Source: an optimization exercise on an open RTL-to-GDS flow (aim: small area, a short achievable clock period and few clock cycles). Production flows keep margins and buffers that such runs may drop. Where RTL was checked, it was by simulation tests only, not by an equivalence proof against the original. The RTL of runs 6 and 7 was laid out without a check of its function. Power figures rest on the tool's default switching activity, not on a simulated workload.

<file path="config.mk">
export PLATFORM = sky130hd
export DESIGN_NAME = cache_top
export DESIGN_NICKNAME = cache_top
export VERILOG_FILES = /design/flow/design.v
export SDC_FILE = /design/flow/constraint.sdc
export NUM_CORES = 4
export LEC_CHECK = 0
export CAP_MARGIN = 20
export CORE_MARGIN = 2
export CORE_UTILIZATION = 50
export SETUP_SLACK_MARGIN = 4.4
export SLEW_MARGIN = 20
export TNS_END_PERCENT = 5
</file>
<file path="constraint.sdc">
create_clock -name core_clock -period 9.0 [get_ports {Clock}]
set_input_delay 1.8000 -clock core_clock [delete_from_list [all_inputs] [get_ports {Clock}]]
set_output_delay 1.8000 -clock core_clock [all_outputs]
set_load 0.01 [all_outputs]
</file>
<file path="design.v">
package cache_cmd_pkg;
  localparam logic [3:0] CMD_READ      = 4'd0;
  localparam logic [3:0] CMD_WRITE     = 4'd1;
  localparam logic [3:0] CMD_INVAL     = 4'd3;   
  localparam logic [3:0] CMD_SNOOP_RFO = 4'd4;   
  localparam logic [3:0] CMD_CLEAR     = 4'd8;
  localparam int REQ_BITS = 4 + 32;
endpackage
package cache_line_pkg;
  localparam logic [1:0] MODIFIED  = 2'd0;
  localparam logic [1:0] EXCLUSIVE = 2'd1;
  localparam logic [1:0] SHARED    = 2'd2;
  localparam logic [1:0] INVALID   = 2'd3;
  localparam int EV_RD    = 4;
  localparam int EV_WR    = 3;
  localparam int EV_HIT   = 2;
  localparam int EV_MISS  = 1;
  localparam int EV_WBACK = 0;
endpackage
module cache_top (
  input  logic        Clock,
  input  logic        reset,
  input  logic        psel,
  input  logic        penable,
  input  logic        pwrite,
  input  logic [7:0]  paddr,
  input  logic [31:0] pwdata,
  output logic [31:0] prdata,
  output logic        pready,
  output logic        pslverr
);
  localparam int LINES = 16 * 4;
  logic       access;
  logic       a_addr, a_cmd, rd_ok, cmd_ok;
  logic       wr_addr, do_cmd;
  logic [3:0] c;
  assign access = psel && penable;
  assign c      = pwdata[3:0];
  assign a_addr = (paddr == 8'h00);
  assign a_cmd  = (paddr == 8'h04);
  assign cmd_ok = (c == cache_cmd_pkg::CMD_READ) || (c == cache_cmd_pkg::CMD_WRITE) ||
                  (c == cache_cmd_pkg::CMD_INVAL) || (c == cache_cmd_pkg::CMD_SNOOP_RFO) ||
                  (c == cache_cmd_pkg::CMD_CLEAR);
  assign rd_ok  = (paddr == 8'h00) || (paddr == 8'h08) || (paddr == 8'h10) ||
                  (paddr == 8'h14) || (paddr == 8'h18) || (paddr == 8'h1C) ||
                  (paddr == 8'h20);
  assign pready  = 1'b1;
  assign pslverr = pwrite ? !(a_addr || (a_cmd && cmd_ok)) : !rd_ok;
  assign wr_addr = access && pwrite && a_addr;
  assign do_cmd  = access && pwrite && a_cmd && cmd_ok;
  logic is_rdwr, is_wr, is_inv, is_clr;
  assign is_rdwr = !c[3] && !c[2] && !c[1];
  assign is_wr   = c[0];
  assign is_inv  = c[1];
  assign is_clr  = c[3];
  logic [LINES-1:0][(32 - ($clog2(16)) - ($clog2(64)))-1:0]  line_tag;
  logic [LINES-1:0][1:0]                  line_st;     
  logic [16-1:0][2:0][1:0]       set_lru;     
  logic [32-1:0]            addr_q;
  logic [4:0][16-1:0]        cnt;
  logic [3:0]      lk_match;    
  logic [3:0][1:0] lk_st;
  logic [2:0][1:0] lk_lru;
  logic [3:0]      lk_fill;     
  logic [1:0]      lk_probe;    
  function automatic logic [3:0] fill_way(input logic [3:0][1:0] st, input logic [1:0] lru0);
    logic [3:0] inv;
    for (int w = 0; w < 4; w++)
      inv[w] = (st[w] == 2'b00);
    if (inv[0])      fill_way = 4'b0001;
    else if (inv[1]) fill_way = 4'b0010;
    else if (inv[2]) fill_way = 4'b0100;
    else if (inv[3]) fill_way = 4'b1000;
    else             fill_way = 4'b0001 << lru0;
  endfunction
  logic [3:0]       n_set;
  logic [21:0]      n_tag;
  logic [15:0]      n_sel;
  logic [3:0][21:0] n_tagw;
  logic [3:0][1:0]  n_st;
  logic [2:0][1:0]  n_lru;
  logic [3:0]       n_match;
  assign n_set = pwdata[9:6];
  assign n_tag = pwdata[31:10];
  always_comb
  begin
    for (int s = 0; s < 16; s++)
      n_sel[s] = (n_set == s[3:0]);
    n_tagw = '0;
    n_st   = '0;
    n_lru  = '0;
    for (int s = 0; s < 16; s++)
    begin
      for (int w = 0; w < 4; w++)
      begin
        n_tagw[w] = n_tagw[w] | ({22{n_sel[s]}} & line_tag[s*4 + w]);
        n_st[w]   = n_st[w]   | ({2{n_sel[s]}} & line_st[s*4 + w]);
      end
      n_lru = n_lru | ({6{n_sel[s]}} & set_lru[s]);
    end
    for (int w = 0; w < 4; w++)
      n_match[w] = (n_st[w] != 2'b00) && (n_tagw[w] == n_tag);
  end
  logic       hit;
  logic [3:0] way_oh;
  logic [1:0] cur_st, new_st;    
  logic       update;
  logic [3:0] set_q;
  logic [1:0] s0, s1, s2, mru;
  logic [2:0][1:0] new_lru;
  logic [3:0][1:0] upd_st;
  assign set_q  = addr_q[9:6];
  assign hit    = |lk_match;
  assign way_oh = hit ? lk_match : lk_fill;
  always_comb
  begin
    cur_st = 2'b00;
    for (int w = 0; w < 4; w++)
      if (way_oh[w])
        cur_st = cur_st | lk_st[w];
  end
  assign s0  = lk_lru[0] ^ 2'd0;
  assign s1  = lk_lru[1] ^ 2'd1;
  assign s2  = lk_lru[2] ^ 2'd2;
  assign mru = s0 ^ s1 ^ s2;
  always_comb
  begin
    if (!is_rdwr)
      new_st = 2'b00;
    else if (is_wr)
      new_st = 2'b11;
    else if (!hit)
      new_st = 2'b10;
    else if (cur_st == 2'b10)
      new_st = 2'b01;
    else
      new_st = cur_st;
  end
  assign update = is_rdwr || (!is_clr && hit);
  always_comb
  begin
    if (way_oh[s0])
      new_lru = {mru ^ 2'd2, s2 ^ 2'd1, s1 ^ 2'd0};
    else if (way_oh[s1])
      new_lru = {mru ^ 2'd2, s2 ^ 2'd1, s0 ^ 2'd0};
    else if (way_oh[s2])
      new_lru = {mru ^ 2'd2, s1 ^ 2'd1, s0 ^ 2'd0};
    else
      new_lru = lk_lru;
  end
  always_comb
  begin
    for (int w = 0; w < 4; w++)
      upd_st[w] = way_oh[w] ? new_st : lk_st[w];
  end
  logic [4:0] ev;   
  assign ev[0] = do_cmd && is_rdwr && !is_wr;
  assign ev[1] = do_cmd && is_rdwr && is_wr;
  assign ev[2] = do_cmd && is_rdwr && hit;
  assign ev[3] = do_cmd && is_rdwr && !hit;
  assign ev[4] = do_cmd && cur_st == 2'b11 && ((is_rdwr && !hit) || (is_inv && hit));
  always_ff @(posedge Clock or posedge reset)
  begin
    if (reset)
      cnt <= '0;
    else
      for (int i = 0; i < 5; i++)
        if (ev[i] && cnt[i] != '1)
          cnt[i] <= cnt[i] + 1'b1;
  end
  always_ff @(posedge Clock or posedge reset)
  begin
    if (reset)
      addr_q <= '0;
    else if (wr_addr)
      addr_q <= pwdata;
  end
  always_ff @(posedge Clock or posedge reset)
  begin
    if (reset)
    begin
      lk_match <= '0;
      lk_st    <= '0;
      lk_lru   <= '0;
      lk_fill  <= 4'b0001;
      lk_probe <= cache_line_pkg::INVALID;
    end
    else if (wr_addr)
    begin
      lk_match <= n_match;
      lk_st    <= n_st;
      lk_lru   <= n_lru;
      lk_fill  <= fill_way(n_st, n_lru[0]);
      lk_probe <= probe_of(n_match, n_st);
    end
    else if (do_cmd && is_clr)
    begin
      lk_match <= '0;
      lk_st    <= '0;
      lk_lru   <= '0;
      lk_fill  <= 4'b0001;
      lk_probe <= cache_line_pkg::INVALID;
    end
    else if (do_cmd && update)
    begin
      lk_match <= is_rdwr ? way_oh : 4'b0;
      lk_st    <= upd_st;
      lk_lru   <= new_lru;
      lk_fill  <= fill_way(upd_st, new_lru[0]);
      lk_probe <= ~new_st;   
    end
  end
  for (genvar e = 0; e < LINES; e++)
  begin : g_line
    localparam int W = e % 4;
    localparam logic [3:0] S = e / 4;
    always_ff @(posedge Clock)
    begin
      if (do_cmd && is_rdwr && set_q == S && way_oh[W])
        line_tag[e] <= addr_q[31:10];
    end
    always_ff @(posedge Clock or posedge reset)
    begin
      if (reset)
        line_st[e] <= 2'b00;
      else if (do_cmd && is_clr)
        line_st[e] <= 2'b00;
      else if (do_cmd && update && set_q == S && way_oh[W])
        line_st[e] <= new_st;
    end
  end
  for (genvar s = 0; s < 16; s++)
  begin : g_set
    always_ff @(posedge Clock or posedge reset)
    begin
      if (reset)
        set_lru[s] <= '0;
      else if (do_cmd && is_clr)
        set_lru[s] <= '0;
      else if (do_cmd && update && set_q == s[3:0])
        set_lru[s] <= new_lru;
    end
  end
  function automatic logic [1:0] probe_of(input logic [3:0] match, input logic [3:0][1:0] st);
    logic [1:0] p;
    p = 2'b00;
    for (int w = 0; w < 4; w++)
      if (match[w])
        p = p | st[w];
    probe_of = ~p;   
  endfunction
  logic r_addr, r_probe, r_cnt4;
  logic [3:0] r_cnt;
  assign r_cnt4   = paddr[5];
  assign r_addr   = !paddr[5] && !paddr[4] && !paddr[3];
  assign r_probe  = !paddr[4] && paddr[3];
  assign r_cnt[0] = paddr[4] && !paddr[3] && !paddr[2];
  assign r_cnt[1] = paddr[4] && !paddr[3] && paddr[2];
  assign r_cnt[2] = paddr[4] && paddr[3] && !paddr[2];
  assign r_cnt[3] = paddr[4] && paddr[3] && paddr[2];
  always_comb
  begin
    prdata = {32{r_addr}} & addr_q;
    prdata[1:0] = prdata[1:0] | ({2{r_probe}} & lk_probe);
    for (int i = 0; i < 4; i++)
      prdata[15:0] = prdata[15:0] | ({16{r_cnt[i]}} & cnt[i]);
    prdata[15:0] = prdata[15:0] | ({16{r_cnt4}} & cnt[4]);
  end
endmodule
</file>
<file path="flow/run.sh">
#!/bin/bash
# Standard layout, with two changes: the clock tree is built from larger sink
# clusters without dummy loads, and the slow 4:1 mux and 3x2-input AOI cells
# are added to the platform's don't-use list (synthesis otherwise puts them on
# the bus read-data path). make's output goes to flow_make.log; each step's
# own log is under orfs/logs.
set -euo pipefail
export CTS_ARGS="-sink_clustering_enable -repair_clock_nets -sink_clustering_size 30 -sink_clustering_max_diameter 80 -dont_use_dummy_load"
PLATFORM_DONT_USE=$(make -s -C "$FLOW_HOME" DESIGN_CONFIG="$PWD/config.mk" WORK_HOME="$PWD/orfs" print-DONT_USE_CELLS | sed -n 's/^DONT_USE_CELLS: //p')
EXTRA="sky130_fd_sc_hd__mux4_1 sky130_fd_sc_hd__mux4_2 sky130_fd_sc_hd__mux4_4 sky130_fd_sc_hd__a222oi_1"
echo "DONT_USE_CELLS: $PLATFORM_DONT_USE $EXTRA" > dont_use.log
bash standard.sh "DONT_USE_CELLS=$PLATFORM_DONT_USE $EXTRA" finish > flow_make.log 2>&1
</file>
<file path="standard.sh">
#!/bin/bash
# synth_recipe.tcl (not shown) runs the flow's synth.tcl, then flattens the netlist and writes it again
# the make line also repeats each setting of config.mk as NAME=value (left out here)
make -C /OpenROAD-flow-scripts/flow DESIGN_CONFIG=/design/flow/config.mk WORK_HOME=/design/flow/orfs CLKGATE_MAP_FILE= SYNTH_SCRIPT=/design/flow/synth_recipe.tcl "${@:-finish}"
</file>
==> run notes, run 1 <==
global routing usage summed across all routing layers 0.399; vias in the first global route ~48000; launching element type of the critical path primary input; critical path fanouts, max 4; # setup viols final 0; hold crit path type reg2reg; IO Pins 79; RSZ-0062 raised after global routing yes; Worst Setup Slack, final 4180 ps; routability-driven placement congestion ratio 0.995; fill cell total of the finished layout 11800; hold buffers post-CTS 0; cells traversed along the worst timing path buf_16 > buf_12 > nor3_4 > buf_6 > buf_6 > buf_6 > a22oi_2 > o211ai_1 > buf_2; gr ovfl total 0; remaining antenna violation count 0; sequential element share of the synthesized area 0.699; wire length of the first global-routing pass between 400000 and 500000 um; initial detailed-routing violation count 8990; TritonCTS clock tree built; chip width around 390 um; final-report max-slew violation count 0; areal power density over the cells about 180 mW/mm^2; Worst-Margin Slew between 1000 and 1500 ps; share of layout cells above drive strength 1 0.162; Warnings, synthesis 1; Mapped Area around 0.073 sq mm; number of DRC violations after detailed routing 0; endpoint required time on the critical path about 7200 ps; area of the core between 0.1 and 0.15 sq mm; total clock buffers created by CTS 91; Crit. End Element output port; syn_area_per_cell about 14 sq um; number of H-tree branching levels 3; hpwl dp between 150000 and 200000 um; Max Root-Sink Buffers 3; area of the multi-input gates 0.0210 sq mm; number of antenna violations at the first check in global routing 32; sum of routed wire length over all layers between 300000 and 400000 um; number of flip-flops and latches in the synthesized netlist ~1800; Reg clk slew, reported paths 70 ps; number of enable flip-flop cells after synthesis about 1400; Avg WL per Cell between 40 and 50 um; fin crit period between 4000 and 5000 ps; dominant synthesized flop cell edfxtp_1; number of vias per cell approximately 7.2; smallest hold slack between 400 and 500 ps; maximum number of pins on one net before global-route repair roughly 150; count of input and output buffers 77; proportion of synthesized flip-flops having asynchronous set or reset 0.204; number of max-cap violations 0; chip height 387 um; Die Outline Area around 0.15 sq mm; CP max stage cell nor3_4; DR vias about 53000; classification of the worst setup path in2out; total design power between 10 and 15 mW; Post-Route Setup TNS 0 ps; CP most frequent cell buf_6; final net count 5389; Slew headroom 0.247; Netlist cell types 95; drt first pass iters 6; dpl ws 2040 ps; layout overhead on the synthesized area 10.6%; final hold violation count 0; clock latency of the later-clocked register in the worst-skew pair 800 ps; Mapped Nets approximately 5300; initial core utilization 0.504; root cell of the clock tree clkbuf_16; slowest stage delay, CP 270 ps; worst path arrival time 3020 ps; status complete, no violations; leakage power about 30 nW; Core Rows 140; setup clock skew after layout 77.5 ps; maximum VDD drop approximately 160 uV; peak clock frequency supported by timing 0.207 GHz; Final Core Density 0.557; Post-Syn Instances 5200; Reg area roughly 0.05 sq mm; number of sinks on the clock net ~1800; final worst-path cycle share 0.536
routing by layer:
layer,part of all wire,track usage,up-vias
met3,0.15,0.129,1082
met5,0.00023,0,-
met4,0.082,0.264,10
li1,-,-,20500
met1,0.35,0.530,26500
met2,0.41,0.561,4555
power breakdown:
part / leakage (nW) / internal, mW / switching [mW]
combinational: 8.80 / 0.283 / 0.791
clock: 1.12 / 1.80 / 2.59
sequential: 19.8 / 8.74 / 0.00633
total: 29.8 / 10.8 / 3.39
registers in the layout (all words and copies together), names as in the netlist:
name      flops
lk_lru        6
lk_st         8
addr_q       32
set_lru      96
cnt          80
lk_fill       4
lk_match      4
line_tag   1408
line_st     128
lk_probe      2
cells by family after synthesis:
group / after synthesis / synth area share
flip-flops: 1768 / 0.699
AO/OA/AOI/OAI: 1397 / 0.132
AND/OR/NAND/NOR: 1202 / 0.0843
buffers and inverters: 409 / 0.0280
multiplexers: 283 / 0.0402
XOR/XNOR: 135 / 0.0161
adder cells (fa/ha/maj): 5 / 0.000852
other: 1 / 0.0000511
worst paths after layout:
path,start,to,slack [ps],cells past startpoint
setup / recovery,paddr[3],prdata[5],4180,9
hold / removal,line_st[31],line_st[31],480,2
setup reg to reg,lk_match[0],set_lru[10],5190,9
hold reg to reg,line_st[31],line_st[31],480,2
max in group asynchronous,reset,addr_q[23],5950,3
min in group asynchronous,reset,set_lru[54],1610,2
through the flow:
step | cell area [sq um] | cells
after global routing | 81100 | 7257
after detailed placement | 77300 | 7084
final | 81200 | 7280
after floorplan | 73400 | 5200
after CTS | 80800 | 7237
after global placement | 77200 | 7080
critical path: cells and delay by family:
family,cells,cell delay (ps)
buffers and inverters,6,770
AND/OR/NAND/NOR,1,270
AO/OA/AOI/OAI,2,180
cell usage in the layout, fill, tap and decap left out, drive strengths merged, types with 26 or more instances in the layout:
cell type      instances
edfxtp              1408
buf                  386
dfrtp                357
nand2                353
a22oi                340
o21ai                305
nor2                 258
a21oi                194
mux2i                188
nand3                156
o22ai                 98
clkbuf                95
mux2                  95
xnor2                 90
a221oi                74
a22o                  60
nor3                  49
xor2                  45
nand3b                40
nor4                  38
nand4                 37
and3                  36
and2                  36
a211oi                35
o211ai                30
a32oi                 29
o221ai                29
o22a                  27
diode                 26
clkdlybuf4s50         26
inv                   26
and3b                 26
nor2b                 26
Yosys cell counts (16+ instances only):
cell type,instances,area (sq um)
nand2_1,353,1330
or2_2,16,100
nor4_1,35,219
a221oi_1,74,648
nor2_1,257,965
dfrtp_1,357,8930
or3b_2,23,201
o22ai_1,98,613
nand3b_1,39,293
a221o_1,20,200
a21oi_1,194,971
o21ai_0,303,1520
a211oi_1,35,263
a22o_1,60,526
nor2b_1,26,163
mux2i_1,188,1880
a22oi_1,340,2550
mux2_2,91,1020
o211ai_1,30,225
and2_1,33,206
edfxtp_1,1408,42300
and3_1,36,225
xor2_1,45,394
o22a_1,27,236
nand4_1,37,231
a32oi_1,29,254
inv_1,27,101
buf_2,97,485
buf_4,38,285
clkbuf_1,184,691
a31oi_1,18,113
nor3b_1,16,120
nor3_1,46,230
o221ai_1,29,254
o2bb2ai_1,22,193
xnor2_1,90,788
nand3_1,156,781
buf_1,26,97.6
and3b_1,26,228
buf_6,34,383
repair_timing:
action	CTS	global route
gates resized for setup	356	42
setup endpoints to repair	1572	177
buffers inserted	50	13
cloned	12	3
pin swaps	29	6
area by class of cell:
| type | instances | area share |
|---|---|---|
| well taps | 1917 | 0.0295 |
| diodes | 26 | 0.000801 |
| multi-input cells | 3024 | 0.259 |
| repair buffers | 425 | 0.0493 |
| clock buffers | 91 | 0.0280 |
| flip-flops and latches | 1768 | 0.632 |
| inverters | 29 | 0.00143 |
Testbench counts, summed over its fixed seeds: cycles 17,704.
==> inputs of run 2 (changes only) <==
--- a/config.mk
+++ b/config.mk
@@ -9,5 +9,4 @@
 export CORE_MARGIN = 2
 export CORE_UTILIZATION = 50
-export SETUP_SLACK_MARGIN = 4.4
+export SETUP_SLACK_MARGIN = 4.7
 export SLEW_MARGIN = 20
-export TNS_END_PERCENT = 5
==> run 2 against run 1 <==
  * Die area unchanged
  * Non-clock buffer count increased by 94
  * Highest routed layer unchanged
  * Cell area increased by 4.2%
  * Synthesized area unchanged
  * Register-to-register slack got worse by 110 ps
  * Sequential share of layout area decreased by 2.5 points
  * Synthesized cell count unchanged
  * Power increased by 0.47%
  * Final cell count increased by 1.8%
  * Count of clock-buffer cells in the layout decreased by 3
==> run notes, run 2 <==
number of enable flip-flop cells after synthesis 1408; Max Root-Sink Buffers 3; final-report max-slew violation count 0; classification of the worst setup path in2out; dpl ws about 2500 ps; cells traversed along the worst timing path buf_12 > buf_12 > nor3_4 > buf_6 > buf_16 > a32o_1 > a221o_1 > buf_2; routability-driven placement congestion ratio 0.981; total clock buffers created by CTS 88; hpwl dp roughly 180000 um; Worst-Margin Slew about 1400 ps; Slew headroom 0.0853; maximum number of pins on one net before global-route repair roughly 160; combined buffer and inverter count along the critical path 5; remaining antenna violation count 0; multiplexer area fraction after synthesis 0.0402; total placed cells including tap cells 7025; hold crit path type reg2reg; count of input and output buffers 77; slowest stage delay, CP 280 ps; sequential element share of the synthesized area 0.699; maximum VDD drop between 150 and 200 uV; Warnings, synthesis 1; Core Rows 140; endpoint required time on the critical path approximately 7000 ps; final net count between 5000 and 6000; combinational family with the most area after synthesis compound AO/OA/AOI/OAI gates; CP most frequent cell buf_12; number of H-tree branching levels 3; syn_area_per_cell around 14 sq um; compound-cell area share of the yosys netlist 0.132; commonest non-fill, non-tap cell in the layout edfxtp_1; setup clock skew after layout around 120 ps; global routing usage summed across all routing layers 0.425; area of the core approximately 0.15 sq mm; IO Pins between 70 and 80; Crit. End Element output port; share of layout cells above drive strength 1 0.202; Final Core Density 0.580; status complete, no violations; number of DRC violations after detailed routing 0; registers with the highest flip-flop counts line_tag (1408), line_st (128), set_lru (96); worst path arrival time just under 3000 ps; commonest cells in the synthesized netlist 1408 x edfxtp_1, 357 x dfrtp_1, 353 x nand2_1; areal power density over the cells 169 mW/mm^2; family of cells with the greatest summed delay on the critical path buffers and inverters; XOR/XNOR share of the synthesized area 0.0161; cell type contributing the most total cell area after synthesis edfxtp_1; TritonCTS clock tree built; proportion of synthesized flip-flops having asynchronous set or reset 0.204; vias in the first global route about 49000; initial core utilization 0.504; switching share of total power 0.241; launching element type of the critical path primary input; final hold violation count 0; Mapped Area 0.0734 sq mm; Worst Setup Slack, final 4240 ps; register containing the most flip-flops in the final layout line_tag; chip height ~390 um; internal portion of total power 10.8 mW; Non-Filler Instances ~7400; gr ovfl total 0; number of sinks on the clock net 1768; number of antenna violations at the first check in global routing 31; CP max stage cell a221o_1; Reg clk slew, reported paths ~50 ps; root cell of the clock tree clkbuf_16; hold buffers post-CTS 0; Mapped Nets 5250; number of flip-flops and latches in the synthesized netlist ~1800; sw power 3.45 mW; wire length of the first global-routing pass 432000 um; share of the synthesized area in the top cell type 0.576; # setup viols final 0; Netlist cell types 95; Die Outline Area roughly 0.15 sq mm; DR vias approximately 55000; final worst-path cycle share 0.529; RSZ-0062 raised after global routing yes; Clock Power Share 0.303; number of vias per cell between 7 and 8; flip-flop count of the largest register, all copies and words added around 1400; critical path fanouts, max 6; combinational share of power 0.084; Post-Route Setup TNS 0 ps; leakage power 30.9 nW; power share of the sequential group 0.613; dominant cell by count in the synthesized netlist edfxtp_1; Post-Syn Instances 5200; layout overhead on the synthesized area 15.3%; clock latency of the later-clocked register in the worst-skew pair roughly 800 ps; Avg WL per Cell between 40 and 50 um; dominant synthesized flop cell edfxtp_1; post-synthesis share of cell area spent on full adders, half adders and majority gates 0.000852; chip width 387 um; drt first pass iters 9; fin crit period approximately 4800 ps; fraction of the mapped netlist area in simple logic gates 0.0843; number of max-cap violations 0; main area contributors after synthesis edfxtp_1 58%, dfrtp_1 12%, a22oi_1 3.5%, mux2i_1 2.6%, o21ai_0 2.1%; most used cells in the layout excluding fill and tap cells 1408 x edfxtp_1, 336 x nand2_1, 335 x dfrtp_1; initial detailed-routing violation count between 10000 and 15000; setup slack, reg-to-reg 5080 ps; peak clock frequency supported by timing about 0.21 GHz; sum of routed wire length over all layers 328000 um
==> run 2: final timing paths <==
kind                               end         from  cells after the start
min reg2reg                line_st[91]  line_st[91]                      2
max reg2reg                set_lru[70]  lk_match[0]                      8
max in group asynchronous   addr_q[31]        reset                      4
min                        line_st[91]  line_st[91]                      2
max                          prdata[9]     paddr[3]                      8
min in group asynchronous  set_lru[86]        reset                      3
==> run 2: layout make-up <==
| class | count | area [sq um] |
|---|---|---|
| diodes | 31 | 77.6 |
| clock buffers | 88 | 2200 |
| fillers | 11400 | 61100 |
| inverters | 29 | 131 |
| multi-input cells | 3059 | 22200 |
| flip-flops and latches | 1768 | 51300 |
| well taps | 1917 | 2400 |
| repair buffers | 519 | 6300 |
==> run 2: power by group through the flow <==
stage / sequential (mW) / clock [mW] / combinational [mW]
4_1_cts: 8.75 / 4.29 / 1.06
2_1_floorplan: 8.94 / 0 / 0.439
3_5_place_dp: 8.93 / 0 / 0.900
3_3_place_gp: 8.93 / 0 / 0.897
6_report: 8.75 / 4.33 / 1.21
5_1_grt: 8.75 / 4.54 / 1.16
==> run 2: kinds of logic after synthesis <==
group / after synthesis
flops: 1768
buf+inv: 409
simple gates: 1202
other cells: 1
fa+ha+maj: 5
compound gates: 1397
xor+xnor: 135
mux: 283
==> run 2: layer usage <==
metal / GRT usage / vias to the layer above / wire [um] / share of wire
met5: 0.00893 / - / 424 / 0.0013
met2: 0.582 / 5483 / 132000 / 0.40
met1: 0.534 / 27500 / 111000 / 0.34
li1: - / 20800 / - / -
met3: 0.186 / 1544 / 54100 / 0.16
met4: 0.308 / 28 / 30500 / 0.093
==> run 2: repair_timing <==
item                                     CTS  global route
gates cloned                              62             7
pin swaps                                 86            43
gates resized for setup                  515           108
setup buffers                            137            52
endpoints found under the setup margin  1568          1180
==> run 2: metrics by stage <==
step	cell area (sq um)	power (mW)	hold slack, ps
after global routing	84500	14.5	500
after detailed placement	77100	9.83	465
final	84600	14.3	480
after CTS	83000	14.1	479
after floorplan	73800	9.38	442
after global placement	77000	9.83	457
==> run 2: worst reg2reg max path: cells and delay by family (launching register included) <==
kind            cells  cell delay [ps]
flops               1              560
simple gates        5             2520
mux                 1              200
compound gates      1              320
xor+xnor            1              230
==> inputs of run 3 (changes only) <==
--- a/flow/run.sh
+++ b/flow/run.sh
@@ -6,5 +6,5 @@
 # own log is under orfs/logs.
 set -euo pipefail
-export CTS_ARGS="-sink_clustering_enable -repair_clock_nets -sink_clustering_size 30 -sink_clustering_max_diameter 80 -dont_use_dummy_load"
+export CTS_ARGS="-sink_clustering_enable -repair_clock_nets -sink_clustering_size 25 -sink_clustering_max_diameter 70 -dont_use_dummy_load"
 PLATFORM_DONT_USE=$(make -s -C "$FLOW_HOME" DESIGN_CONFIG="$PWD/config.mk" WORK_HOME="$PWD/orfs" print-DONT_USE_CELLS | sed -n 's/^DONT_USE_CELLS: //p')
 EXTRA="sky130_fd_sc_hd__mux4_1 sky130_fd_sc_hd__mux4_2 sky130_fd_sc_hd__mux4_4 sky130_fd_sc_hd__a222oi_1"
--- a/config.mk
+++ b/config.mk
@@ -8,5 +8,6 @@
 export CAP_MARGIN = 20
 export CORE_MARGIN = 2
-export CORE_UTILIZATION = 50
-export SETUP_SLACK_MARGIN = 4.7
+export CORE_UTILIZATION = 45
+export SETUP_SLACK_MARGIN = 4.4
 export SLEW_MARGIN = 20
+export TNS_END_PERCENT = 5
==> run 3 against run 2 <==
  * Register-to-register slack better by 20 ps
  * Highest routed layer unchanged
  * Via count decreased by 1.7%
  * Still clean
  * Global-route usage is 5.4 points lower
==> run notes, run 3 <==
Mapped Nets about 5300; combinational share of power 0.078; critical path fanouts, max 8; sw power roughly 3.6 mW; root cell of the clock tree clkbuf_16; syn_area_per_cell about 14 sq um; Avg WL per Cell between 40 and 50 um; number of H-tree branching levels 3; final hold violation count 0; initial detailed-routing violation count around 11000; drt first pass iters 9; registers with the highest flip-flop counts line_tag (1408), line_st (128), set_lru (96); dpl ws about 2400 ps; RSZ-0062 raised after global routing yes; Die Outline Area about 0.17 sq mm; worst path arrival time roughly 5700 ps; DR vias roughly 54000; number of sinks on the clock net 1768; Final Core Density 0.512; hold crit path type reg2reg; Crit. End Element flip-flop; remaining antenna violation count 0; main area contributors after synthesis edfxtp_1 58%, dfrtp_1 12%, a22oi_1 3.5%, mux2i_1 2.6%, o21ai_0 2.1%; IO Pins 79; global routing usage summed across all routing layers 0.371; Warnings, synthesis 1; endpoint required time on the critical path between 9000 and 10000 ps; launch instance of the worst register-to-register path lk_match[0]; leakage power 30.5 nW; power share of the sequential group 0.590; cell type contributing the most total cell area after synthesis edfxtp_1; number of flip-flops and latches in the synthesized netlist roughly 1800; most used cells in the layout excluding fill and tap cells 1408 x edfxtp_1, 344 x nand2_1, 335 x dfrtp_1; Netlist cell types 95; Mapped Area around 0.073 sq mm; final-report max-slew violation count 0; dominant synthesized flop cell edfxtp_1; gr ovfl total 0; share of layout cells above drive strength 1 0.172; count of input and output buffers 77; peak clock frequency supported by timing roughly 0.2 GHz; hold_sp line_st[11]; chip width 408 um; initial core utilization 0.452; setup clock skew after layout 103 ps; area of the core between 0.15 and 0.2 sq mm; launching instance or port of the critical path pwdata[8]; chip height just over 400 um; flip-flop count of the largest register, all copies and words added about 1400; routability-driven placement congestion ratio approximately 1.0; Slew headroom 0.135; number of DRC violations after detailed routing 0; Post-Syn Instances 5200; share of the synthesized area in the top cell type 0.576; total design power 14.8 mW; Clock Power Share 0.332; internal portion of total power about 11 mW; launching element type of the critical path primary input; Reg clk slew, reported paths around 100 ps; vias in the first global route roughly 49000; commonest cells in the synthesized netlist 1408 x edfxtp_1, 357 x dfrtp_1, 353 x nand2_1; Worst-Margin Slew 1290 ps; number of antenna violations at the first check in global routing between 40 and 50; # setup viols final 0; hpwl dp between 150000 and 200000 um; dominant cell by count in the synthesized netlist edfxtp_1; sequential element share of the synthesized area 0.699; commonest non-fill, non-tap cell in the layout edfxtp_1; final net count between 5000 and 6000; areal power density over the cells about 180 mW/mm^2; wire length of the first global-routing pass approximately 420000 um; layout overhead on the synthesized area 13.2%; classification of the worst setup path in2reg; number of enable flip-flop cells after synthesis about 1400; total clock buffers created by CTS between 100 and 150; Post-Route Setup TNS 0 ps; fin crit period approximately 5000 ps; number of max-cap violations 0; Max Root-Sink Buffers 3; number of vias per cell around 7.2; status complete, no violations; clock latency of the later-clocked register in the worst-skew pair a little over 800 ps; proportion of synthesized flip-flops having asynchronous set or reset 0.204; maximum VDD drop around 160 uV; final worst-path cycle share 0.559; Worst Setup Slack, final between 3000 and 4000 ps; maximum number of pins on one net before global-route repair roughly 170; switching share of total power 0.240; Core Rows approximately 150; register containing the most flip-flops in the final layout line_tag; TritonCTS clock tree built; sum of routed wire length over all layers about 320000 um
==> run 3: cell count changes in the layout (fill, tap and decap cells not counted), moves of 10 or more <==
| cell | previous run | this run |
|---|---|---|
| buf_12 | 67 | 18 |
| buf_4 | 260 | 303 |
| and2_1 | 12 | 22 |
| buf_6 | 74 | 28 |
| nor2_4 | 76 | 32 |
| and2_4 | 21 | 10 |
| clkbuf_16 | 95 | 133 |
| buf_16 | 29 | 19 |
| nor2_1 | 169 | 186 |
| bufbuf_16 | 20 | 10 |
==> run 3: routing by layer <==
layer / wire [um] / GRT usage / vias up
li1: - / - / 20600
met1: 109000 / 0.467 / 27000
met2: 133000 / 0.523 / 5303
met3: 51400 / 0.144 / 1467
met4: 30300 / 0.265 / 30
met5: 218 / 0 / -
==> run 3: final timing paths <==
| path | to | slack, ps | cells past startpoint |
|---|---|---|---|
| setup / recovery | lk_probe[0] | 3970 | 12 |
| hold / removal | line_st[11] | 480 | 2 |
| setup reg to reg | set_lru[52] | 5100 | 9 |
| hold reg to reg | line_st[11] | 480 | 2 |
| max in group asynchronous | addr_q[11] | 5480 | 4 |
| min in group asynchronous | addr_q[27] | 1490 | 2 |
==> run 3: per-stage QoR <==
stage	std cells	instance area, sq um	hold slack [ps]
after detailed placement	7318	77400	471
after CTS	7510	81800	485
after global placement	7317	77400	456
after floorplan	5200	73400	442
after global routing	7586	83000	510
final	7616	83100	482
==> run 3: kinds of logic after synthesis <==
group,after synthesis,synth area share
AND/OR/NAND/NOR,1202,0.0843
flip-flops,1768,0.699
buffers and inverters,409,0.0280
adder cells (fa/ha/maj),5,0.000852
multiplexers,283,0.0402
other,1,0.0000511
XOR/XNOR,135,0.0161
AO/OA/AOI/OAI,1397,0.132
==> run 3: cell type report <==
type | instances | area (sq um)
inverter | 29 | 119
sequential | 1768 | 51300
fill | 13600 | 79300
tap | 2175 | 2720
multi-input combinational | 3031 | 21100
timing repair buffer | 468 | 4870
clock buffer | 114 | 2850
antenna | 31 | 77.6
==> run 3: power groups by stage <==
stage                     combinational, mW  clock [mW]  sequential [mW]
after floorplan                       0.431           0             8.94
after global placement                0.907           0             8.93
after detailed placement              0.909           0             8.93
after CTS                             0.992        4.89             8.75
after global routing                   1.12        5.16             8.75
final                                  1.15        4.93             8.75
==> run 3: repair_timing <==
item	in CTS	in global routing
gates cloned	22	19
pin swaps	40	13
hold buffers	0	0
setup buffers	56	54
resized for setup	363	59
setup endpoints to repair	1638	186
==> run 3: critical path: stages <==
cell and delay, ps:
buf_16 140, buf_12 170, or3b_4 470, o32ai_4 180, a221oi_4 270, nand4_1 850
o211ai_1 900, nor4_1 170, nand4_1 160, buf_6 200, o32ai_1 110, a211oi_1 240
==> inputs of run 4 (changes only) <==
==> run.sh (new file) <==
#!/bin/bash
# synth_recipe.tcl (not shown) runs the flow's synth.tcl, then flattens the netlist and writes it again
# the make line also repeats each setting of config.mk as NAME=value (left out here)
make -C /OpenROAD-flow-scripts/flow DESIGN_CONFIG=/design/flow/config.mk WORK_HOME=/design/flow/orfs CLKGATE_MAP_FILE= SYNTH_SCRIPT=/design/flow/synth_recipe.tcl finish
--- a/config.mk
+++ b/config.mk
@@ -9,5 +9,6 @@
 export CORE_MARGIN = 2
 export CORE_UTILIZATION = 45
-export SETUP_SLACK_MARGIN = 4.4
+export CTS_CLUSTER_DIAMETER = 60
+export CTS_CLUSTER_SIZE = 25
+export SETUP_SLACK_MARGIN = 4.5
 export SLEW_MARGIN = 20
-export TNS_END_PERCENT = 5
removed: flow/run.sh
removed: standard.sh
==> run 4 against run 3 <==
  * Largest cell class unchanged
  * Core utilization rose by 1.6 points
  * Register-to-register slack lost 110 ps
  * Critical endpoint is now prdata[14]
  * Worst hold slack lost 4.1 ps
  * Highest routed layer unchanged
  * Die area decreased by 0.67%
  * Count of clock-buffer cells in the layout rose by 32
  * Global-route usage up 0.86 points
  * Clock skew decreased by 57 ps
  * Via count decreased by 0.43%
  * Clock power increased by 32%
==> run notes, run 4 <==
cells traversed along the worst timing path buf_8 > buf_12 > mux4_2 > a222oi_1 > inv_1 > buf_2; main area contributors after synthesis edfxtp_1 58%, dfrtp_1 12%, a22oi_1 3.2%, mux2i_1 2.6%, o21ai_0 2.0%; fill cell total of the finished layout roughly 13000; Warnings, synthesis 1; CP max stage cell mux4_2; commonest non-fill, non-tap cell in the layout edfxtp_1; final worst-path cycle share 0.554; RSZ-0062 raised after global routing yes; layout overhead on the synthesized area 16.4%; number of enable flip-flop cells after synthesis about 1400; area of the core 0.161 sq mm; endpoint required time on the critical path about 7200 ps; final net count roughly 5400; commonest cells in the synthesized netlist 1408 x edfxtp_1, 373 x nand2_1, 357 x dfrtp_1; syn_area_per_cell 14.1 sq um; Slew headroom 0.112; chip width 407 um; maximum VDD drop between 150 and 200 uV; multiplexer area fraction after synthesis 0.0418; number of H-tree branching levels 4; most used cells in the layout excluding fill and tap cells 1408 x edfxtp_1, 366 x nand2_1, 335 x dfrtp_1; worst path arrival time ~3200 ps; dominant cell by count in the synthesized netlist edfxtp_1; global routing usage summed across all routing layers 0.380; number of flip-flops and latches in the synthesized netlist roughly 1800; Mapped Nets ~5200; sum of routed wire length over all layers roughly 320000 um; remaining antenna violation count 0; slowest stage delay, CP 560 ps; wire length of the first global-routing pass 424000 um; Crit. End Element output port; hold crit path type reg2reg; cell type contributing the most total cell area after synthesis edfxtp_1; total clock buffers created by CTS ~130; total placed cells including tap cells roughly 7300; routability-driven placement congestion ratio about 1.0; Post-Syn Instances 5164; Avg WL per Cell about 42 um; Netlist cell types between 80 and 90; Worst-Margin Slew ~1300 ps; gr ovfl total 0; hold buffers post-CTS 0; proportion of synthesized flip-flops having asynchronous set or reset 0.204; Mapped Area around 0.073 sq mm; post-synthesis share of cell area spent on full adders, half adders and majority gates 0.000858; sequential element share of the synthesized area 0.704; combinational family with the most area after synthesis compound AO/OA/AOI/OAI gates; share of the synthesized area in the top cell type 0.580; Post-Route Setup TNS 0 ps; # setup viols final 0; TritonCTS clock tree built; initial detailed-routing violation count between 10000 and 15000; classification of the worst setup path in2out; family of cells with the greatest summed delay on the critical path multiplexers; initial core utilization 0.454; registers with the highest flip-flop counts line_tag (1408), line_st (128), set_lru (96); Final Core Density 0.528; DR vias around 54000; Max Root-Sink Buffers 3; number of antenna violations at the first check in global routing 29; final hold violation count 0; flip-flop count of the largest register, all copies and words added roughly 1400; dominant synthesized flop cell edfxtp_1; XOR/XNOR share of the synthesized area 0.0163; fin crit period about 5000 ps; setup clock skew after layout about 46 ps; compound-cell area share of the yosys netlist 0.128; dpl ws 2260 ps; leakage power 31.4 nW; number of vias per cell ~7; status complete, no violations; number of DRC violations after detailed routing 0; number of sinks on the clock net about 1800; critical path fanouts, max 8; area after detailed placement around 0.077 sq mm; root cell of the clock tree clkbuf_16; Die Outline Area approximately 0.17 sq mm; share of layout cells above drive strength 1 0.190; post-route standard cell area excluding fillers around 0.085 sq mm; peak clock frequency supported by timing ~0.20 GHz; clock latency of the later-clocked register in the worst-skew pair about 830 ps; IO Pins 79; vias in the first global route between 40000 and 50000; launching element type of the critical path primary input; Non-Filler Instances slightly below 8000; Worst Setup Slack, final about 4000 ps; areal power density over the cells slightly below 200 mW/mm^2; fraction of the mapped netlist area in simple logic gates 0.0854; maximum number of pins on one net before global-route repair 182; hpwl dp about 190000 um; Reg clk slew, reported paths about 70 ps; register containing the most flip-flops in the final layout line_tag; chip height just over 400 um; drt first pass iters 9; number of max-cap violations 0; Core Rows 147; final-report max-slew violation count 0; count of input and output buffers 77; combined buffer and inverter count along the critical path 4
-- run 4: cell count changes after synthesis, moves of 15 or more --
cell	previous run	this run
a211oi_1	35	15
a222oi_1	0	17
a22o_1	60	79
a22oi_1	340	313
buf_4	38	14
buf_6	34	6
clkbuf_1	184	220
mux2_2	91	72
mux4_2	0	15
nand2_1	353	373
-- run 4: per-stage QoR --
stage	hold slack (ps)	power, mW
5_1_grt	500	16.7
6_report	478	16.4
3_5_place_dp	462	9.84
3_3_place_gp	452	9.84
2_1_floorplan	441	9.35
4_1_cts	478	16.3
-- run 4: cell families (layout without fill, tap and decap cells) --
kind of cell / Yosys count / after routing
AND/OR/NAND/NOR: 1226 / 1229
AO/OA/AOI/OAI: 1351 / 1351
multiplexers: 276 / 276
buffers and inverters: 401 / 738
other: 1 / 23
adder cells (fa/ha/maj): 5 / 5
flip-flops: 1768 / 1768
XOR/XNOR: 136 / 136
-- run 4: worst register-to-register path: stages (launching register included) --
cell,delay [ps]
dfrtp_1,620
nor2b_1,590
nand3_1,1090
nor2_1,1080
a21oi_1,270
nand2_1,120
o21ai_0,90
-- run 4: path summary, 6_finish.rpt --
check,from,to,slack [ps],cells after the start
min in group asynchronous,reset,addr_q[5],1390,2
worst max register to register,addr_q[8],line_st[62],4990,6
worst min register to register,line_st[32],line_st[32],480,2
max in group asynchronous,reset,line_st[51],5670,4
worst min-delay path,line_st[32],line_st[32],480,2
worst max-delay path,paddr[2],prdata[14],4020,6
-- run 4: final cells by class --
class,instances,area (sq um),share of cell area
clock buffer,146,3550,0.0418
multi-input combinational,2998,21100,0.248
tap,2160,2700,0.0318
antenna,22,55.1,0.000649
sequential,1768,51300,0.605
clock inverter,101,1170,0.0138
inverter,31,129,0.00152
timing repair buffer,460,4890,0.0576
-- run 4: power breakdown --
group	switching, mW	internal (mW)
Sequential	0.00727	8.74
Clock	3.37	3.14
Combinational	0.826	0.314
-- run 4: routing by layer --
layer / global-route usage / vias to the layer above / wire (um) / share of wire
li1: - / 20700 / - / -
met1: 0.494 / 27200 / 112000 / 0.35
met2: 0.522 / 5122 / 131000 / 0.41
met3: 0.160 / 1192 / 54000 / 0.17
met4: 0.241 / 24 / 24800 / 0.077
met5: 0.000892 / - / 508 / 0.0016
-- run 4: what timing repair did --
action                     CTS  global route
hold endpoints to repair     0             0
cloned                      18            13
setup endpoints to repair  367           743
pin swaps                   26            21
gates resized for setup    363            89
setup buffers               71            28
==> inputs of run 5 (changes only) <==
--- a/config.mk
+++ b/config.mk
@@ -9,6 +9,4 @@
 export CORE_MARGIN = 2
 export CORE_UTILIZATION = 45
-export CTS_CLUSTER_DIAMETER = 60
-export CTS_CLUSTER_SIZE = 25
 export SETUP_SLACK_MARGIN = 4.5
 export SLEW_MARGIN = 20
==> run 5 against run 4 <==
  * Clock power up 17%
  * Critical path type unchanged
  * Via count up 0.37%
  * Register-to-register slack better by 30 ps
  * Sequential cell count unchanged
  * Combinational power about the same
  * Worst hold slack worse by 1.4 ps
  * Largest power group unchanged
  * Count of clock-buffer cells in the layout up 86
  * Power up 6.7%
  * Non-clock buffer count down 12
  * Final cell count up 0.99%
  * Global-route usage about the same
==> run notes, run 5 <==
global routing usage summed across all routing layers 0.380; wire length of the first global-routing pass approximately 420000 um; routability-driven placement congestion ratio between 0.9 and 1; chip height approximately 410 um; Core Rows 147; count of input and output buffers 77; sequential element share of the synthesized area 0.704; Final Core Density 0.534; leakage power around 32 nW; root cell of the clock tree clkbuf_16; main area contributors after synthesis edfxtp_1 58%, dfrtp_1 12%, a22oi_1 3.2%, mux2i_1 2.6%, o21ai_0 2.0%; number of enable flip-flop cells after synthesis between 1000 and 1500; endpoint required time on the critical path 7200 ps; flip-flop count of the largest register, all copies and words added 1408; chip width between 400 and 500 um; IO Pins 79; remaining antenna violation count 0; layout overhead on the synthesized area 17.7%; number of flip-flops and latches in the synthesized netlist between 1500 and 2000; setup clock skew after layout roughly 48 ps; share of layout cells above drive strength 1 0.187; dominant synthesized flop cell edfxtp_1; sum of routed wire length over all layers roughly 320000 um; initial detailed-routing violation count 11000; final net count approximately 5500; hold crit path type reg2reg; Mapped Nets about 5200; worst path arrival time roughly 3200 ps; vias in the first global route ~50000; # setup viols final 0; areal power density over the cells about 200 mW/mm^2; number of sinks on the clock net 1768; dominant cell by count in the synthesized netlist edfxtp_1; maximum VDD drop around 210 uV; final worst-path cycle share 0.551; DR vias 54400; Post-Syn Instances ~5200; maximum number of pins on one net before global-route repair approximately 180; number of H-tree branching levels 4; number of max-cap violations 0; share of the synthesized area in the top cell type 0.580; Avg WL per Cell ~42 um; fraction of the mapped netlist area in simple logic gates 0.0854; number of DRC violations after detailed routing 0; area of the core ~0.16 sq mm; Mapped Area approximately 0.073 sq mm; registers with the highest flip-flop counts line_tag (1408), line_st (128), set_lru (96); classification of the worst setup path in2out; Crit. End Element output port; register containing the most flip-flops in the final layout line_tag; gr ovfl total 0; commonest non-fill, non-tap cell in the layout edfxtp_1; syn_area_per_cell 14.1 sq um; XOR/XNOR share of the synthesized area 0.0163; Max Root-Sink Buffers 3; Reg clk slew, reported paths around 60 ps; total clock buffers created by CTS about 180; Slew headroom 0.134; final hold violation count 0; Worst-Margin Slew 1290 ps; launching element type of the critical path primary input; commonest cells in the synthesized netlist 1408 x edfxtp_1, 373 x nand2_1, 357 x dfrtp_1; Warnings, synthesis 1; status complete, no violations; most used cells in the layout excluding fill and tap cells 1408 x edfxtp_1, 367 x nand2_1, 335 x dfrtp_1; TritonCTS clock tree built; critical path fanouts, max 8; hpwl dp between 150000 and 200000 um; clock latency of the later-clocked register in the worst-skew pair about 860 ps; proportion of synthesized flip-flops having asynchronous set or reset 0.204; combinational family with the most area after synthesis compound AO/OA/AOI/OAI gates; RSZ-0062 raised after global routing yes; final-report max-slew violation count 0; Post-Route Setup TNS 0 ps; fin crit period approximately 5000 ps; drt first pass iters 7; cell type contributing the most total cell area after synthesis edfxtp_1; Die Outline Area 0.165 sq mm; compound-cell area share of the yosys netlist 0.128; multiplexer area fraction after synthesis 0.0418; number of antenna violations at the first check in global routing 30; initial core utilization 0.454; Netlist cell types 89; post-synthesis share of cell area spent on full adders, half adders and majority gates 0.000858; number of vias per cell 7.01; peak clock frequency supported by timing between 0.2 and 0.25 GHz
[run 5: cell types whose count changed in the layout (fill, tap and decap cells not counted), moves of 5 or more]
cell	previous run	this run
buf_4	290	284
bufinv_16	3	15
clkbuf_1	5	41
clkbuf_16	151	193
clkbuf_8	0	8
clkinv_1	6	36
clkinv_16	1	6
clkinv_2	5	34
clkinv_4	11	2
clkinv_8	21	1
inv_6	29	3
inv_8	12	0
[run 5: power by group]
group,internal (mW),switching (mW)
Sequential,8.76,0.00720
Combinational,0.306,0.822
Clock,4.26,3.35
Total,13.3,4.18
[run 5: final timing paths]
check | startpoint | to | slack, ps | cells after the start
max | paddr[2] | prdata[14] | 4040 | 6
min in group asynchronous | reset | addr_q[5] | 1370 | 2
min reg2reg | line_st[86] | line_st[86] | 480 | 2
max reg2reg | lk_match[0] | lk_fill[1] | 5020 | 10
max in group asynchronous | reset | line_st[49] | 5700 | 4
min | line_st[86] | line_st[86] | 480 | 2
[run 5: layout make-up]
type | count | area, sq um
fill | 13200 | 74900
inverter | 31 | 129
clock buffer | 232 | 4840
timing repair buffer | 448 | 4710
tap | 2160 | 2700
clock inverter | 103 | 1090
multi-input combinational | 2999 | 21000
antenna | 21 | 52.6
sequential | 1768 | 51300
[run 5: cells by family (layout without fill, tap and decap cells)]
logic type | Yosys count | after routing
compound gates | 1351 | 1351
xor+xnor | 136 | 136
fa+ha+maj | 5 | 5
buf+inv | 401 | 814
flops | 1768 | 1768
mux | 276 | 276
other cells | 1 | 22
simple gates | 1226 | 1230
[run 5: per-layer routing]
layer  track usage  vias up  wire (um)
li1              -    20800          -
met1         0.495    27300     112000
met2         0.523     5099     131000
met3         0.158     1192      53900
met4         0.237       27      24700
met5       0.00803        -        390
[run 5: per-stage QoR]
stage / hold WS (ps) / std cells / instance area (sq um) / total power, mW / setup slack (ps)
2_1_floorplan: 441 / 5164 / 73100 / 9.35 / 2380
3_3_place_gp: 452 / 7286 / 77300 / 9.84 / 2290
3_5_place_dp: 462 / 7287 / 77400 / 9.84 / 2260
4_1_cts: 475 / 7705 / 84900 / 17.4 / 4070
5_1_grt: 497 / 7742 / 85800 / 17.8 / 4010
6_report: 477 / 7762 / 85800 / 17.5 / 4040
[run 5: what timing repair did]
item,CTS,global route
buffers inserted,67,21
setup endpoints to repair,359,760
gates cloned,16,15
pin swaps,24,17
resized for setup,339,82
hold buffers,0,0
[run 5: worst max-delay path, cell delays in order]
cell,delay [ps]
buf_8,80
buf_12,130
mux4_2,560
a222oi_1,350
inv_1,90
buf_2,150
==> inputs of run 6 (changes only) <==
--- a/design.v
+++ b/design.v
@@ -62,5 +62,4 @@
   logic [3:0][1:0] lk_st;
   logic [2:0][1:0] lk_lru;
-  logic [3:0]      lk_fill;     
   logic [1:0]      lk_probe;    
   function automatic logic [3:0] fill_way(input logic [3:0][1:0] st, input logic [1:0] lru0);
@@ -81,4 +80,6 @@
   logic [2:0][1:0]  n_lru;
   logic [3:0]       n_match;
+  logic [3:0]       n_eq;
+  logic [1:0]       n_probe;
   assign n_set = pwdata[9:6];
   assign n_tag = pwdata[31:10];
@@ -99,6 +100,12 @@
       n_lru = n_lru | ({6{n_sel[s]}} & set_lru[s]);
     end
-    for (int w = 0; w < 4; w++)
-      n_match[w] = (n_st[w] != 2'b00) && (n_tagw[w] == n_tag);
+    n_probe = 2'b00;
+    for (int w = 0; w < 4; w++)
+    begin
+      n_eq[w]    = (n_tagw[w] == n_tag);
+      n_match[w] = (n_st[w] != 2'b00) && n_eq[w];
+      n_probe    = n_probe | ({2{n_eq[w]}} & n_st[w]);
+    end
+    n_probe = ~n_probe;   
   end
   logic       hit;
@@ -112,5 +119,5 @@
   assign set_q  = addr_q[9:6];
   assign hit    = |lk_match;
-  assign way_oh = hit ? lk_match : lk_fill;
+  assign way_oh = hit ? lk_match : fill_way(lk_st, s0);
   always_comb
   begin
@@ -183,5 +190,4 @@
       lk_st    <= '0;
       lk_lru   <= '0;
-      lk_fill  <= 4'b0001;
       lk_probe <= cache_line_pkg::INVALID;
     end
@@ -191,6 +197,5 @@
       lk_st    <= n_st;
       lk_lru   <= n_lru;
-      lk_fill  <= fill_way(n_st, n_lru[0]);
-      lk_probe <= probe_of(n_match, n_st);
+      lk_probe <= n_probe;
     end
     else if (do_cmd && is_clr)
@@ -199,5 +204,4 @@
       lk_st    <= '0;
       lk_lru   <= '0;
-      lk_fill  <= 4'b0001;
       lk_probe <= cache_line_pkg::INVALID;
     end
@@ -207,5 +211,4 @@
       lk_st    <= upd_st;
       lk_lru   <= new_lru;
-      lk_fill  <= fill_way(upd_st, new_lru[0]);
       lk_probe <= ~new_st;   
     end
@@ -242,12 +245,4 @@
     end
   end
-  function automatic logic [1:0] probe_of(input logic [3:0] match, input logic [3:0][1:0] st);
-    logic [1:0] p;
-    p = 2'b00;
-    for (int w = 0; w < 4; w++)
-      if (match[w])
-        p = p | st[w];
-    probe_of = ~p;   
-  endfunction
   logic r_addr, r_probe, r_cnt4;
   logic [3:0] r_cnt;
==> flow/run.sh (new file) <==
#!/bin/bash
# Standard layout, with two changes: the clock tree is built from larger sink
# clusters without dummy loads, and the slow 4:1 mux and 3x2-input AOI cells
# are added to the platform's don't-use list (synthesis otherwise puts them on
# the bus read-data path). make's output goes to flow_make.log; each step's
# own log is under orfs/logs.
set -euo pipefail
export CTS_ARGS="-sink_clustering_enable -repair_clock_nets -sink_clustering_size 30 -sink_clustering_max_diameter 80 -dont_use_dummy_load"
PLATFORM_DONT_USE=$(make -s -C "$FLOW_HOME" DESIGN_CONFIG="$PWD/config.mk" WORK_HOME="$PWD/orfs" print-DONT_USE_CELLS | sed -n 's/^DONT_USE_CELLS: //p')
EXTRA="sky130_fd_sc_hd__mux4_1 sky130_fd_sc_hd__mux4_2 sky130_fd_sc_hd__mux4_4 sky130_fd_sc_hd__a222oi_1"
echo "DONT_USE_CELLS: $PLATFORM_DONT_USE $EXTRA" > dont_use.log
bash standard.sh "DONT_USE_CELLS=$PLATFORM_DONT_USE $EXTRA" finish > flow_make.log 2>&1
==> standard.sh (new file) <==
#!/bin/bash
# synth_recipe.tcl (not shown) runs the flow's synth.tcl, then flattens the netlist and writes it again
# the make line also repeats each setting of config.mk as NAME=value (left out here)
make -C /OpenROAD-flow-scripts/flow DESIGN_CONFIG=/design/flow/config.mk WORK_HOME=/design/flow/orfs CLKGATE_MAP_FILE= SYNTH_SCRIPT=/design/flow/synth_recipe.tcl "${@:-finish}"
--- a/config.mk
+++ b/config.mk
@@ -8,5 +8,6 @@
 export CAP_MARGIN = 20
 export CORE_MARGIN = 2
-export CORE_UTILIZATION = 45
-export SETUP_SLACK_MARGIN = 4.5
+export CORE_UTILIZATION = 50
+export SETUP_SLACK_MARGIN = 4.4
 export SLEW_MARGIN = 20
+export TNS_END_PERCENT = 5
removed: run.sh
==> run 6 against run 5 <==
  * Core utilization up 3.1 points
  * Routed wire length decreased by 11%
  * Worst hold slack got worse by 4.8 ps
  * Final cell count fell by 7.3%
  * Largest cell class unchanged
==> run notes, run 6 <==
leakage power approximately 30 nW; global routing usage summed across all routing layers 0.380; gr ovfl total 0; end of the worst hold path addr_q[1]; endpoint required time on the critical path roughly 7200 ps; wire length of the first global-routing pass slightly below 400000 um; share of the synthesized area in the top cell type 0.583; post-route standard cell area excluding fillers between 0.08 and 0.09 sq mm; dominant cell by count in the synthesized netlist edfxtp_1; Mapped Area roughly 0.072 sq mm; most used cells in the layout excluding fill and tap cells 1408 x edfxtp_1, 394 x nand2_1, 332 x dfrtp_1; sequential element share of the synthesized area 0.706; layout overhead on the synthesized area 12.0%; register containing the most flip-flops in the final layout line_tag; CP max stage cell a221o_1; cell type contributing the most total cell area after synthesis edfxtp_1; Slew headroom 0.198; initial detailed-routing violation count 8539; chip width 385 um; TritonCTS clock tree built; area after detailed placement roughly 0.076 sq mm; number of flip-flops and latches in the synthesized netlist between 1500 and 2000; maximum number of pins on one net before global-route repair roughly 150; launch instance of the worst register-to-register path lk_match[3]; Reg2Reg Capture Point cnt[76]; Mapped Nets roughly 5200; fill cell total of the finished layout between 10000 and 15000; Netlist cell types a little under 90; count of input and output buffers 77; Worst-Margin Slew roughly 1200 ps; drt first pass iters 7; total clock buffers created by CTS 87; Reg area approximately 0.05 sq mm; final net count 5335; number of enable flip-flop cells after synthesis approximately 1400; fin crit period 4880 ps; Max Root-Sink Buffers 3; DR vias 51100; remaining antenna violation count 0; number of sinks on the clock net between 1500 and 2000; CP most frequent cell buf_12; number of cells traversed by the worst hold path 2; registers with the highest flip-flop counts line_tag (1408), line_st (128), set_lru (96); clock latency of the later-clocked register in the worst-skew pair about 750 ps; peak clock frequency supported by timing approximately 0.2 GHz; commonest cells in the synthesized netlist 1408 x edfxtp_1, 399 x nand2_1, 354 x dfrtp_1; critical path fanouts, max 5; share of layout cells above drive strength 1 0.156; area of the core roughly 0.14 sq mm; flip-flop count of the largest register, all copies and words added 1408; number of max-cap violations 0; launching element type of the critical path primary input; setup slack, reg-to-reg approximately 4900 ps; dominant synthesized flop cell edfxtp_1; initial core utilization 0.504; number of antenna violations at the first check in global routing 16; maximum VDD drop ~160 uV; slowest stage delay, CP a little over 300 ps; cells traversed along the worst timing path buf_12 > buf_12 > mux2i_4 > nor2_2 > a31oi_2 > a21oi_2 > a221o_1 > buf_2; smallest hold slack 472 ps; syn_area_per_cell approximately 14 sq um; status complete, no violations; hold_sp addr_q[1]; total design power between 10 and 15 mW; Reg clk slew, reported paths about 70 ps; final worst-path cycle share 0.543; Die Outline Area about 0.15 sq mm; Crit. End Element output port; Post-Route Setup TNS 0 ps; routability-driven placement congestion ratio 0.956; Post-Syn Instances around 5100; worst path arrival time about 3100 ps; area of the multi-input gates 0.0205 sq mm; vias in the first global route ~47000; number of H-tree branching levels 3; Core Rows 139; IO Pins just under 80; final-report max-slew violation count 0; RSZ-0062 raised after global routing yes; hold crit path type reg2reg; number of vias per cell between 7 and 8; proportion of synthesized flip-flops having asynchronous set or reset 0.202; number of cell instances on the worst register-to-register path 9; number of DRC violations after detailed routing 0; classification of the worst setup path in2out; # setup viols final 0; Avg WL per Cell between 30 and 40 um; final hold violation count 0; Warnings, synthesis 1; areal power density over the cells 174 mW/mm^2; setup clock skew after layout 90.4 ps; chip height ~380 um; hpwl dp 166000 um; root cell of the clock tree clkbuf_16; hold buffers post-CTS 0; sum of routed wire length over all layers 287000 um; main area contributors after synthesis edfxtp_1 58%, dfrtp_1 12%, mux2i_1 3.4%, a22oi_1 3.3%, o21ai_0 2.2%; commonest non-fill, non-tap cell in the layout edfxtp_1
[run 6: cell count changes in the layout (fill, tap and decap cells not counted), moves of 28 or more]
cell       change
clkbuf_1      -41
a21oi_1       -71
clkinv_1      -35
clkinv_2      -34
nor2_1        -70
nand3_1       +28
clkbuf_16     -99
mux2i_1       +57
[run 6: where the power goes]
group          leakage, nW  total [mW]  internal (mW)  switching, mW
logic                 9.28        1.10          0.328          0.771
registers             19.8        8.73           8.73        0.00481
clock network         1.07        4.29           1.73           2.56
total                 30.1        14.1           10.8           3.34
[run 6: kinds of logic after synthesis]
kind of cell,share of synthesized area
flops,0.706
mux,0.0420
simple gates,0.0805
fa+ha+maj,0.000863
xor+xnor,0.0178
compound gates,0.127
other cells,0.0000517
buf+inv,0.0258
[run 6: timing repair]
action | CTS | global route
gates cloned | 25 | 8
resized for setup | 389 | 78
setup buffers | 62 | 44
setup endpoints to repair | 1707 | 223
endpoints found under the hold margin | 0 | 0
pin swaps | 41 | 30
[run 6: area by class of cell]
| cell class | instances | area share |
|---|---|---|
| Antenna cell | 10 | 0.000308 |
| Clock buffer | 87 | 0.0268 |
| Inverter | 29 | 0.00149 |
| Multi-Input combinational cell | 2959 | 0.253 |
| Sequential cell | 1764 | 0.631 |
| Tap cell | 1903 | 0.0293 |
| Timing Repair Buffer | 444 | 0.0587 |
[run 6: per-stage QoR]
step / util / setup slack, ps / instances
after global routing: 0.564 / 4060 / 7186
after detailed placement: 0.530 / 2420 / 6960
final: 0.565 / 4120 / 7196
after CTS: 0.558 / 4060 / 7134
after global placement: 0.530 / 2430 / 6960
after floorplan: - / 2430 / 5115
[run 6: per-layer routing]
layer | share of wire | track usage
met5 | 0.00026 | 0
met4 | 0.082 | 0.246
met3 | 0.14 | 0.117
met2 | 0.43 | 0.555
met1 | 0.35 | 0.492
[run 6: worst max path at each step]
| stage | endpoint | slack (ps) | start |
|---|---|---|---|
| 5_1_grt | prdata[0] | 4060 | paddr[2] |
| 3_5_place_dp | lk_match[0] | 2420 | pwdata[7] |
| 3_3_place_gp | lk_match[0] | 2430 | pwdata[7] |
| 6_report | prdata[0] | 4120 | paddr[2] |
| 4_1_cts | prdata[0] | 4060 | paddr[2] |
| 2_1_floorplan | addr_q[0] | 2430 | reset |
[run 6: critical path, delay by kind of cell]
kind	cells	cell delay, ps
mux	1	230
buf+inv	3	400
compound gates	3	590
simple gates	1	60
==> inputs of run 7 (changes only) <==
--- a/config.mk
+++ b/config.mk
@@ -9,5 +9,5 @@
 export CORE_MARGIN = 2
 export CORE_UTILIZATION = 50
-export SETUP_SLACK_MARGIN = 4.4
+export SETUP_SLACK_MARGIN = 4.6
 export SLEW_MARGIN = 20
 export TNS_END_PERCENT = 5
==> run 7 against run 6 <==
  * Via count is 0.61% higher
  * Clock skew is 3.4 ps lower
  * Worst setup slack worse by 5.0 ps
  * Worst hold slack hardly changed
  * Highest routed layer unchanged
  * Cell area is 1.4% higher
  * Critical path depth stayed put
==> run notes, run 7 <==
most used cells in the layout excluding fill and tap cells 1408 x edfxtp_1, 389 x nand2_1, 332 x dfrtp_1; number of enable flip-flop cells after synthesis ~1400; Post-Route Setup TNS 0 ps; registers with the highest flip-flop counts line_tag (1408), line_st (128), set_lru (96); dominant synthesized flop cell edfxtp_1; total clock buffers created by CTS 87; number of sinks on the clock net 1764; combined buffer and inverter count along the critical path 3; number of max-cap violations 0; Mapped Area just over 0.07 sq mm; worst path arrival time between 3000 and 4000 ps; Core Rows between 100 and 150; sum of routed wire length over all layers approximately 290000 um; DR top layer met5; met2 layer wire length in the routed design about 120000 um; endpoint required time on the critical path between 7000 and 8000 ps; initial detailed-routing violation count 8664; hold buffers post-CTS 0; leakage power between 30 and 40 nW; DR vias just over 50000; maximum number of pins on one net before global-route repair approximately 150; final worst-path cycle share 0.543; Mapped Nets approximately 5200; Post-Syn Instances a little over 5000; initial core utilization 0.504; hold_sp addr_q[1]; hold crit path type reg2reg; switching share of total power 0.236; status complete, no violations; Avg WL per Cell 40.2 um; TritonCTS clock tree built; number of flip-flops and latches in the synthesized netlist between 1500 and 2000; final net count 5386; routed wire length on met3 a little over 40000 um; slowest stage delay, CP a little over 300 ps; Clock Power Share 0.302; Max Root-Sink Buffers 3; clock latency of the later-clocked register in the worst-skew pair 750 ps; family of cells with the greatest summed delay on the critical path compound AO/OA/AOI/OAI gates; Final Core Density 0.573; number of DRC violations after detailed routing 0; vias in the first global route between 40000 and 50000; cells traversed along the worst timing path buf_12 > buf_12 > mux2i_4 > nor2_2 > a31oi_2 > a21oi_2 > a221o_1 > buf_2; global routing usage summed across all routing layers 0.390; number of H-tree branching levels 3; drt first pass iters 6; internal portion of total power between 10 and 15 mW; Netlist cell types 89; # setup viols final 0; cell type contributing the most total cell area after synthesis edfxtp_1; wire length of the first global-routing pass between 300000 and 400000 um; routability-driven placement congestion ratio between 0.9 and 1; layout overhead on the synthesized area 13.6%; fin crit period 4890 ps; RSZ-0062 raised after global routing yes; launching element type of the critical path primary input; chip height ~380 um; Slew headroom 0.164; launch instance of the worst register-to-register path lk_match[3]; chip width just under 400 um; count of input and output buffers 77; register containing the most flip-flops in the final layout line_tag; Worst-Margin Slew 1250 ps; sw power about 3.4 mW; main area contributors after synthesis edfxtp_1 58%, dfrtp_1 12%, mux2i_1 3.4%, a22oi_1 3.3%, o21ai_0 2.2%; hpwl dp roughly 170000 um; share of layout cells above drive strength 1 0.170; final-report max-slew violation count 0; CP most frequent cell buf_12; sequential element share of the synthesized area 0.706; flip-flop count of the largest register, all copies and words added around 1400; gr ovfl total 0; final hold violation count 0; dominant cell by count in the synthesized netlist edfxtp_1; Met1 Wirelength roughly 100000 um; Die Outline Area about 0.15 sq mm; power share of the sequential group 0.616; CP max stage cell a221o_1; combinational share of power 0.082; commonest cells in the synthesized netlist 1408 x edfxtp_1, 399 x nand2_1, 354 x dfrtp_1; share of the synthesized area in the top cell type 0.583; number of antenna violations at the first check in global routing 19; IO Pins 79; number of vias per cell 7.10; area of the core about 0.14 sq mm; commonest non-fill, non-tap cell in the layout edfxtp_1; setup clock skew after layout 87.0 ps; syn_area_per_cell around 14 sq um; Reg clk slew, reported paths about 70 ps; classification of the worst setup path in2out; areal power density over the cells roughly 170 mW/mm^2; critical path fanouts, max 5; proportion of synthesized flip-flops having asynchronous set or reset 0.202; peak clock frequency supported by timing between 0.2 and 0.25 GHz; root cell of the clock tree clkbuf_16; remaining antenna violation count 0; Crit. End Element output port; launching instance or port of the critical path paddr[2]; Warnings, synthesis 1; maximum VDD drop around 160 uV
run 7: area by class of cell:
cell class | count | area [sq um]
clock buffers | 87 | 2180
inverters | 29 | 126
well taps | 1903 | 2380
repair buffers | 494 | 5780
diodes | 6 | 15.0
fillers | 11300 | 61500
multi-input cells | 2960 | 20700
flip-flops and latches | 1764 | 51200
run 7: cells by family (layout without fill, tap and decap cells):
family | count (synthesis) | count (layout) | share of synthesized area
multiplexers | 297 | 297 | 0.0420
flip-flops | 1764 | 1764 | 0.706
AO/OA/AOI/OAI | 1332 | 1332 | 0.127
adder cells (fa/ha/maj) | 5 | 5 | 0.000863
AND/OR/NAND/NOR | 1172 | 1178 | 0.0805
other | 1 | 7 | 0.0000517
XOR/XNOR | 147 | 147 | 0.0178
buffers and inverters | 397 | 610 | 0.0258
run 7: worst paths after layout:
path / endpoint / slack (ps) / cells after the start
setup / recovery: prdata[0] / 4110 / 8
hold / removal: addr_q[1] / 470 / 2
setup reg to reg: cnt[76] / 4930 / 9
hold reg to reg: addr_q[1] / 470 / 2
max in group asynchronous: line_st[76] / 5370 / 4
min in group asynchronous: cnt[8] / 1430 / 2
run 7: per-stage QoR:
| stage | cell area, sq um | hold slack (ps) | total power, mW | setup slack (ps) | cells |
|---|---|---|---|---|---|
| global placement | 76200 | 451 | 9.78 | 2430 | 6960 |
| global route | 82400 | 488 | 14.4 | 4060 | 7237 |
| CTS | 82100 | 473 | 14.1 | 4060 | 7229 |
| detailed placement | 76200 | 457 | 9.78 | 2420 | 6960 |
| floorplan | 72500 | 439 | 9.35 | 2430 | 5115 |
| finish | 82400 | 472 | 14.2 | 4110 | 7243 |
run 7: power by group through the flow:
stage | sequential, mW | combinational [mW] | clock (mW)
global route | 8.73 | 1.15 | 4.52
detailed placement | 8.91 | 0.871 | 0
floorplan | 8.92 | 0.429 | 0
global placement | 8.91 | 0.868 | 0
CTS | 8.73 | 1.09 | 4.27
finish | 8.73 | 1.16 | 4.28
run 7: worst reg2reg max path: stages (launching register included):
cell and delay [ps]:
dfrtp_1 480, or4_4 550, nor3_2 410, a31o_2 490
a221oi_1 200, or2_2 360, or4b_1 680, nor2_1 450
nand4_1 190, xnor2_1 150
run 7: timing repair:
action | 4_1_cts | 5_1_grt
setup buffers | 140 | 6
endpoints found under the hold margin | 0 | 0
endpoints found under the setup margin | 1754 | 428
gates resized for setup | 537 | 40
cloned | 42 | 2
pin swaps | 86 | 21
run 7: routing by layer:
metal | GRT usage | vias up
li1 | - | 20300
met3 | 0.132 | 1130
met5 | 0.00357 | -
met2 | 0.563 | 4199
met1 | 0.496 | 25800
met4 | 0.271 | 18

port drivers added, routing unchanged:
How much do the figures lean on ideal ports? The routed layouts below were timed once more, with nothing changed but the port constraints.
Step 1 assumes that a clkbuf_16 drives the clock port and a buf_2 every other input.
Step 2 also shifts input and output timing later by t, the mid clock arrival at the registers, as if the neighbouring blocks saw the same clock.
Slacks: ideal ports / drivers / drivers and shift; pairs: ideal ports / drivers.
run | t (ns) | setup WS [ns] | worst data-port slew with drivers (ns)
run 1 | 0.835 | 4.177 / 4.112 / 3.370 | 0.31
run 2 | 0.833 | 4.241 / 4.061 / 3.403 | 0.41
run 3 | 0.843 | 3.967 / 3.726 / 2.883 | 0.44
run 4 | 0.897 | 4.016 / 3.952 / 3.225 | 0.46
run 5 | 0.913 | 4.037 / 3.980 / 3.174 | 0.47
run 6 | 0.797 | 4.115 / 3.874 / 3.076 | 0.45
run 7 | 0.804 | 4.110 / 4.046 / 3.242 | 0.41
After both steps setup and hold are still met in every run listed. The setup slack of run 3, which loses most, moves by -0.241 ns with the drivers and by -1.084 ns with both steps.
